This design comes from an exercise in tuning for small area on the open sky130 flow, not from production work.
In this exercise RTL edits were held to simulation tests only and were not proved equivalent to the original.

[flow/config.mk]
export PLATFORM = sky130hd
export DESIGN_NAME = saturn_bus_ctrl
export DESIGN_NICKNAME = saturn_bus_ctrl
export VERILOG_FILES = /design/flow/design.v
export SDC_FILE = /design/flow/constraint.sdc
export NUM_CORES = 4
export LEC_CHECK = 0
export CAP_MARGIN = 20
export CORE_MARGIN = 2
export CORE_UTILIZATION = 40
export SLEW_MARGIN = 20
[flow/run.sh]
#!/bin/bash
# synth_recipe.tcl (not shown) runs the flow's synth.tcl, then flattens the netlist and writes it again
# the make line also repeats each setting of config.mk as NAME=value (left out here)
make -C /OpenROAD-flow-scripts/flow DESIGN_CONFIG=/design/flow/config.mk WORK_HOME=/design/flow/orfs CLKGATE_MAP_FILE= SYNTH_SCRIPT=/design/flow/synth_recipe.tcl finish
[flow/constraint.sdc]
create_clock -name core_clock -period 6.0 [get_ports {clk_in}]
set_input_delay 1.2000 -clock core_clock [delete_from_list [all_inputs] [get_ports {clk_in}]]
set_output_delay 1.2000 -clock core_clock [all_outputs]
set_load 0.01 [all_outputs]
[flow/design.v]
package saturn_isa_pkg;
    localparam int MAX_OPCODE_NIBS = 21;     
    localparam int DECODE_NIBS     = 5;      
    typedef logic [3:0] nibble_t;
    typedef logic [4:0] op_len_t;
    typedef logic [4*MAX_OPCODE_NIBS-1:0] opcode_t;     
    typedef logic [3:0] field_t;
    typedef logic [63:0] field_data_t;
    typedef enum logic [3:0]
    {
        GRP_0     = 4'h0,    
        GRP_1     = 4'h1,    
        GRP_LC    = 4'h3,    
        GRP_8     = 4'h8,    
        GRP_FIXED = 4'hF     
    } op_group_e;
endpackage
package mem_bus_pkg;
    localparam int NIBS_PER_WORD = 4;
    typedef logic [19:0] bus_addr_t;
    typedef logic [15:0] bus_word_t;
    typedef logic [1:0] word_offset_t;      
    typedef enum logic [2:0]
    {
        ST_FLUSH,            
        ST_FETCH_WORD,       
        ST_CHECK_SIZE,       
        ST_IDLE,             
        ST_READ,             
        ST_READ_CHECK        
    } seq_state_e;
endpackage
`timescale 1ns/1ps
module saturn_bus_ctrl #(
    parameter int QUEUE_NIBS = 24
) (
    input  logic                          clk_in,
    input  logic                          arst_n_i,
    input  mem_bus_pkg::bus_word_t        bus_data_i,
    output mem_bus_pkg::bus_addr_t        bus_addr_o,
    output logic                          bus_rd_n_o,
    input  mem_bus_pkg::bus_addr_t        ibus_addr_i,
    input  logic                          ibus_flush_i,
    input  logic                          ibus_fetch_i,
    output saturn_isa_pkg::opcode_t       ibus_opcode_o,
    output saturn_isa_pkg::op_len_t       ibus_length_o,
    output mem_bus_pkg::bus_addr_t        ibus_opcode_addr_o,
    output logic                          ibus_ready_o,
    input  mem_bus_pkg::bus_addr_t        data_addr_i,
    input  saturn_isa_pkg::field_t        data_field_left_i,
    input  saturn_isa_pkg::field_t        data_field_right_i,
    input  logic                          data_read_i,
    output saturn_isa_pkg::field_data_t   data_o,
    output logic                          data_read_ready_o
);
    localparam logic [1:0] ST_IDLE  = 2'd0;
    localparam logic [1:0] ST_FLUSH = 2'd1;     
    localparam logic [1:0] ST_LOAD  = 2'd2;     
    localparam logic [1:0] ST_CHECK = 2'd3;     
    logic [1:0]  state_q;
    logic [1:0]  state_d;
    logic        data_mode_q;       
    logic        extra_q;           
    logic [2:0]  words_q;           
    logic [19:0] head_q;            
    logic [83:0] nib_q;             
    logic        ibus_ready_q;
    logic        data_ready_q;
    function automatic logic [4:0] dec_len(input logic [3:0] n0, input logic [3:0] n1,
                                           input logic [3:0] n2, input logic [3:0] n3,
                                           input logic [3:0] n4);
        logic [4:0] l;
        case (n0)
            4'h0: l = (n1 == 4'hE) ? 5'd4 : 5'd2;
            4'h1:
                case (n1)
                    4'h5, 4'h9, 4'hD: l = 5'd4;
                    4'hA, 4'hE:       l = 5'd6;
                    4'hB, 4'hF:       l = 5'd7;
                    default:          l = 5'd3;
                endcase
            4'h3: l = 5'd3 + {1'b0, n1};
            4'h8:
                case (n1)
                    4'h0:
                        case (n2)
                            4'h8:
                                case (n3)
                                    4'h0, 4'hF:             l = 5'd4;
                                    4'h2:                   l = 5'd6 + {1'b0, n4};
                                    4'h6, 4'h7, 4'hA, 4'hB: l = 5'd7;
                                    default:                l = 5'd5;
                                endcase
                            4'hC, 4'hD, 4'hF: l = 5'd4;
                            default:          l = 5'd3;
                        endcase
                    4'h1:
                        case (n2)
                            4'h8, 4'hA: l = 5'd6;
                            4'h9:       l = 5'd5;
                            4'hB:       l = 5'd4;
                            default:    l = 5'd3;
                        endcase
                    4'h2, 4'h4, 4'h5: l = 5'd3;
                    4'hC, 4'hE:       l = 5'd6;
                    4'hD, 4'hF:       l = 5'd7;
                    default:          l = 5'd5;
                endcase
            4'h4, 4'h5, 4'hA, 4'hB: l = 5'd3;
            4'h6, 4'h7:             l = 5'd4;
            4'h9:                   l = 5'd5;
            default:                l = 5'd2;
        endcase
        dec_len = l;
    endfunction
    logic        idle;
    logic        check;
    logic        clear;
    logic [19:0] base;
    logic [1:0]  off;
    logic [3:0]  start;
    logic [5:0]  tpos;              
    logic [3:0]  cw;                
    logic [1:0]  el;                
    logic [15:0] rot;               
    logic [3:0]  lane_ok;
    logic [5:0]  pk;
    logic [3:0]  rot_ok;
    logic [23:0] hit;               
    logic [19:0] dec_nib;
    logic [4:0]  len;
    logic [5:0]  fill;              
    logic [4:0]  need;
    logic        special;
    logic        done;
    logic [5:0]  spare;
    logic [4:0]  next_lo;
    logic [2:0]  add_w;
    logic [17:0] word_addr;
    assign idle  = (state_q == ST_IDLE);
    assign check = (state_q == ST_CHECK);
    assign clear = !state_q[1];
    assign base  = data_mode_q ? data_addr_i : head_q;
    assign off   = base[1:0];
    assign start = data_mode_q ? data_field_right_i : 4'd0;
    assign tpos  = {1'b0, words_q, 2'b00} + {2'b00, start} - {4'b0000, off};
    assign cw    = tpos[5:2];
    assign el    = tpos[1:0];
    assign fill  = {1'b0, words_q, 2'b00} - {4'b0000, off};
    assign need  = {1'b0, data_field_left_i} - {1'b0, data_field_right_i} + 5'd1;
    always_comb
    begin
        for (int pm = 0; pm < 4; pm++)
            rot[4*pm +: 4] = bus_data_i[4*((pm - int'(el)) & 3) +: 4];
    end
    always_comb
    begin
        for (int w = 0; w < 6; w++)
            for (int pm = 0; pm < 4; pm++)
                hit[4*w + pm] = check && (((pm < int'(el)) && (int'(cw) == w)) ||
                                          ((pm >= int'(el)) && (int'(cw) == w + 1)));
    end
    always_comb
    begin
        for (int i = 0; i < 5; i++)
            dec_nib[4*i +: 4] = nib_q[4*i +: 4] | (hit[i] ? rot[4*(i % 4) +: 4] : 4'h0);
    end
    assign len = dec_len(dec_nib[3:0], dec_nib[7:4], dec_nib[11:8], dec_nib[15:12], dec_nib[19:16]);
    always_comb
    begin
        for (int k = 0; k < 4; k++)
        begin
            pk = tpos + 6'(k);
            if (data_mode_q)
                lane_ok[k] = (pk >= {2'b00, data_field_right_i} + 6'd4) &&
                             (pk <= {2'b00, data_field_left_i} + 6'd4);
            else
                lane_ok[k] = (pk >= 6'd4) && (pk < {1'b0, len} + 6'd4);
        end
        for (int pm = 0; pm < 4; pm++)
            rot_ok[pm] = lane_ok[(pm - int'(el)) & 3];
    end
    assign special = (fill < 6'd4) && (dec_nib[3:0] == 4'h8) && (dec_nib[7:5] == 3'b000);
    assign done    = data_mode_q ? (fill >= {1'b0, need}) : ((fill >= {1'b0, len}) && !special);
    assign spare   = fill - {1'b0, len};
    always_ff @(posedge clk_in)
    begin
        for (int p = 0; p < 84; p++)
        begin
            if (clear)
                nib_q[p] <= 1'b0;
            else if (hit[p / 4] && rot_ok[p % 16 / 4])
                nib_q[p] <= rot[p % 16];
        end
    end
    assign next_lo   = {3'b000, head_q[1:0]} + len;
    assign add_w     = ibus_ready_q ? next_lo[4:2] : (words_q - 3'd1);
    assign word_addr = base[19:2] + {15'd0, add_w};
    always_ff @(posedge clk_in)
    begin
        if (state_q == ST_FLUSH)
            head_q <= ibus_addr_i;
        else if (ibus_ready_q)
            head_q <= {word_addr, next_lo[1:0]};
    end
    always_comb
    begin
        state_d = state_q;
        case (state_q)
            ST_IDLE:
            begin
                if (ibus_flush_i)
                    state_d = ST_FLUSH;
                else if (data_read_i)
                    state_d = ST_LOAD;
                else if (ibus_fetch_i)
                    state_d = ST_CHECK;
            end
            ST_FLUSH: state_d = ST_LOAD;
            ST_LOAD:  state_d = ST_CHECK;
            default:  state_d = done ? ST_IDLE : ST_LOAD;
        endcase
    end
    always_ff @(posedge clk_in)
    begin
        case (state_q)
            ST_IDLE:
            begin
                data_mode_q <= data_read_i;
                words_q     <= (data_read_i || (head_q[1:0] == 2'b00 && !extra_q)) ? 3'd0 : 3'd1;
            end
            ST_FLUSH:
            begin
                data_mode_q <= 1'b0;
                words_q     <= 3'd0;
                extra_q     <= 1'b0;
            end
            ST_LOAD:
                words_q <= words_q + 3'd1;
            default:
                if (done && !data_mode_q)
                    extra_q <= spare[2];
        endcase
    end
    always_ff @(posedge clk_in or negedge arst_n_i)
    begin
        if (!arst_n_i)
        begin
            state_q      <= ST_FLUSH;
            ibus_ready_q <= 1'b0;
            data_ready_q <= 1'b0;
        end
        else
        begin
            state_q      <= state_d;
            ibus_ready_q <= check && done && !data_mode_q;
            data_ready_q <= check && done && data_mode_q;
        end
    end
    assign bus_addr_o         = {word_addr, 2'b00};
    assign bus_rd_n_o         = 1'b0;
    assign ibus_opcode_o      = nib_q;
    assign ibus_length_o      = len;
    assign ibus_opcode_addr_o = head_q;
    assign ibus_ready_o       = ibus_ready_q;
    assign data_o             = nib_q[63:0];
    assign data_read_ready_o  = data_ready_q;
endmodule
==> flow_metrics.py <==
metrics = {
    "outcome": {
        "status": "finished with violations",
        "so_faults": "setup timing",
    },
    "finish": {
        "diodes": 0,
        "fillers": 1962,
        "drive_gt1_share_pct": 39.3,
        "multi_input_area_um2": 8310,
        "area_delta_synth_final_pct": 69.0,
        "final-seq-area_um2": 2530,
        "final_area_um2": 17300,
        "finalNonFillerCells": 1985,
        "fin_nets": 1822,
    },
    "timing": {
        "min_period_ns": 8.36,
        "hold_viol": 0,
        "finalSetupViolCount": 126,
        "max_freq_mhz": 120,
        "period_share_pct": 139,
        "fin_skew_ns": 0.0170,
        "tightest_slew_ns": 0.971,
        "fin_ws_ns": -2.36,
        "drv_slew": 0,
        "rsz0062_at_grt": "yes",
        "max_slew_margin_pct": 35.3,
    },
    "floorplan": {
        "die_w_um": 164,
        "rows": 58,
        "start_util_pct": 40.7,
        "die-area_um2": 26900,
        "num_io_pins": 265,
        "core_um2": 25200,
        "die_height_um": 164,
    },
    "drt": {
        "wirelength_um": 40300,
        "via_per_inst": 5.49,
        "routedWlPerCell_um": 20.3,
        "drt_iter0_drc": 847,
        "drt-pass1-iter-count": 5,
        "vias": 10895,
        "ant_nets": 0,
        "post-route-drc-count": 0,
    },
    "worst_setup_path": {
        "slowest_stage": "or4_1",
        "critPathKind": "input port to output port",
        "path_delay_family": "adder cells",
        "ff2ff_path_depth": 41,
        "path_buf_inv": 5,
        "rrSetupSlack_ns": -1.50,
        "crit_fanout": 8,
        "cp.arrival_ns": 7.16,
        "crit_path_end_kind": "output port",
        "rr_startpoint": "data_mode_q",
        "crit_path_max_incr_delay_ns": 0.56,
        "critPathRequiredTime_ns": 4.80,
        "startpoint_type": "input port",
        "rr_endpoint": "nib_q[33]",
    },
    "worst_hold_path": {
        "worstHoldStart": "nib_q[76]",
        "hold_path_end": "nib_q[76]",
        "holdCritPathClass": "register to register",
        "min_path_cells": 2,
    },
    "place": {
        "place_ws_ns": -3.36,
        "port_buffers": 261,
        "placed_cell_area_um2": 14900,
        "dpl.hpwl_um": 30600,
        "gp_congestion": 0.979,
        "dp_cells": 1887,
    },
    "global_routing": {
        "grt_remaining_overflow": 0,
        "grt_pass1_vias": 10606,
        "grtUsageTotal_pct": 28.9,
        "grt_pass1_wl_um": 59900,
        "grt_max_degree": 90,
        "antenna_found_initial": 0,
    },
    "clock_tree": {
        "cts_max_level": 4,
        "clkSinkCount": 113,
        "tritoncts": "yes",
        "path_clk_slew_ns": 0.06,
        "hold_buffers": 0,
        "cts-root-buf": "clkbuf_16",
        "insertion_delay_ns": 0.43,
        "clockBufferDepth": 2,
        "cts_buffers": 17,
    },
    "synthesis": {
        "ys_ff_latch": 113,
        "synth_most_common_cell": "nand2_1",
        "synth_cell_types": 88,
        "ys.flop_type": "dfxtp_1",
        "synth_edf_count": 25,
        "synthTopCellsByArea": "dfxtp_1, ha_1, mux2i_1",
        "async_flop_share_pct": 3.54,
        "synth_top_area_cell": "dfxtp_1",
        "avgSynthCellArea_um2": 8.89,
        "synth-seq-area-share_pct": 24.7,
        "synthTopCellsByCount": "nand2_1, ha_1, dfxtp_1, mux2i_1, buf_4",
        "synth_top_area_share_pct": 16.4,
        "synth.cell_area_um2": 10200,
        "ys.warnings.count": 1,
        "synthCells": 1152,
    },
    "job": {
        "maxCapViolCount": 0,
    },
}
## how the worst max path moves through the flow
| stage | from | end | cells past startpoint |
|---|---|---|---|
| after global placement | data_addr_i[1] | bus_addr_o[18] | 34 |
| final | data_addr_i[1] | bus_addr_o[16] | 32 |
| after global routing | data_addr_i[1] | bus_addr_o[18] | 34 |
| after detailed placement | data_addr_i[1] | bus_addr_o[16] | 34 |
| after floorplan | data_addr_i[1] | bus_addr_o[18] | 36 |
| after CTS | data_addr_i[1] | bus_addr_o[18] | 34 |
## registers in the layout, summed over array words and instances, names as in the netlist
| signal | count |
|---|---|
| data_mode_q | 1 |
| head_q | 20 |
| nib_q | 84 |
| data_ready_q | 1 |
| words_q | 3 |
| ibus_ready_q | 1 |
| extra_q | 1 |
| state_q | 2 |
## logic make-up after synthesis
logic type      count (synthesis)  synth area share (%)
buf+inv                       162                  8.56
simple gates                  321                  14.7
flops                         113                  24.7
fa+ha+maj                     112                  14.0
xor+xnor                       42                  3.59
compound gates                278                  20.0
other cells                     1                0.0366
mux                           123                  14.4
## final cells by class
type                       count  area share, %
clock inverter                13          0.983
tap                          330           2.39
inverter                      54           1.32
sequential                   113           14.6
clock buffer                  19           2.68
multi-input combinational    879           48.0
timing repair buffer         577           30.0
## cell usage in the layout, fill, tap and decap left out, types with 7 or more instances in the layout
| cell type | Yosys | final |
|---|---|---|
| inv_1 | 49 | 38 |
| nor2b_1 | 23 | 22 |
| edfxtp_1 | 25 | 25 |
| mux2_2 | 25 | 22 |
| a31oi_1 | 21 | 15 |
| nand2_1 | 131 | 121 |
| nand3_2 | 0 | 8 |
| buf_6 | 1 | 49 |
| nor2_1 | 55 | 32 |
| clkdlybuf4s50_1 | 0 | 232 |
| a21oi_1 | 65 | 45 |
| o21ai_1 | 1 | 11 |
| inv_2 | 2 | 7 |
| a21o_1 | 18 | 17 |
| a211oi_2 | 2 | 8 |
| xnor2_1 | 28 | 19 |
| ha_4 | 0 | 17 |
| nor2_4 | 0 | 19 |
| ha_1 | 107 | 88 |
| dfxtp_1 | 84 | 84 |
| o21ai_4 | 3 | 11 |
| nand3_1 | 24 | 13 |
| o21ai_2 | 8 | 14 |
| a31o_2 | 11 | 8 |
| clkbuf_16 | 0 | 18 |
| mux2i_1 | 81 | 78 |
| buf_4 | 67 | 265 |
| buf_2 | 8 | 14 |
| buf_12 | 0 | 7 |
| nand2_4 | 0 | 7 |
| o21ai_0 | 45 | 21 |
| a21oi_2 | 0 | 19 |
| nand2b_1 | 11 | 9 |
| inv_4 | 0 | 7 |
| mux4_2 | 16 | 16 |
| nor3_1 | 27 | 22 |
| a32oi_1 | 11 | 11 |
## metal layers
layer / track usage [%] / share of wire, %
met1: 39.8 / 45
met2: 46.8 / 47
met3: 4.80 / 5.7
met4: 7.85 / 1.9
met5: 0 / 0
## repair_timing
item,CTS,global route
buffers inserted,26,48
setup endpoints to repair,128,127
gates resized for setup,217,179
pin swaps,66,94
## through the flow
step | hold slack (ns) | setup TNS [ns] | util [%]
3_3_place_gp | 0.443 | -305.72 | 59.2
6_report | 0.460 | -181.37 | 68.7
5_1_grt | 0.471 | -207.07 | 68.7
2_1_floorplan | 0.479 | -187.90 | -
3_5_place_dp | 0.447 | -330.61 | 59.2
4_1_cts | 0.464 | -182.72 | 64.6
## worst register-to-register path: cells and delay by family, from the launching register on
kind / cells / cell delay [ns]
AOI/OAI and AO/OA: 15 / 2.24
buffers and inverters: 13 / 1.81
adders and majority gates: 6 / 1.60
and+or+nand+nor: 5 / 0.95
DFF: 1 / 0.41
muxes: 2 / 0.39

## separate check: timing with driven ports
In the flow no input, the clock included, has a driving cell. The finished layout below was timed again as built, in two steps. Step 1 (the two cells are an assumption about what drives the block):
set clk [get_ports {clk_in}]
set_driving_cell -lib_cell sky130_fd_sc_hd__clkbuf_16 $clk
set_driving_cell -lib_cell sky130_fd_sc_hd__buf_2 [delete_from_list [all_inputs] $clk]
Step 2, shift: input delay + t, output delay - t, t = (earliest + latest rising clock arrival at the registers) / 2. This alone moves slack from input paths to output paths. Three values: ideal, step 1, step 2; two values: the first two.
shift t [ns]: 0.472
slack for setup (ns): -2.364 / -2.412 / -2.412
worst register clock-pin slew, ns: 0.07 / 0.07
worst data-port slew with drivers (ns): 0.08
For this run, drivers alone change the setup slack by -0.048 ns; drivers and shift together by -0.048 ns.
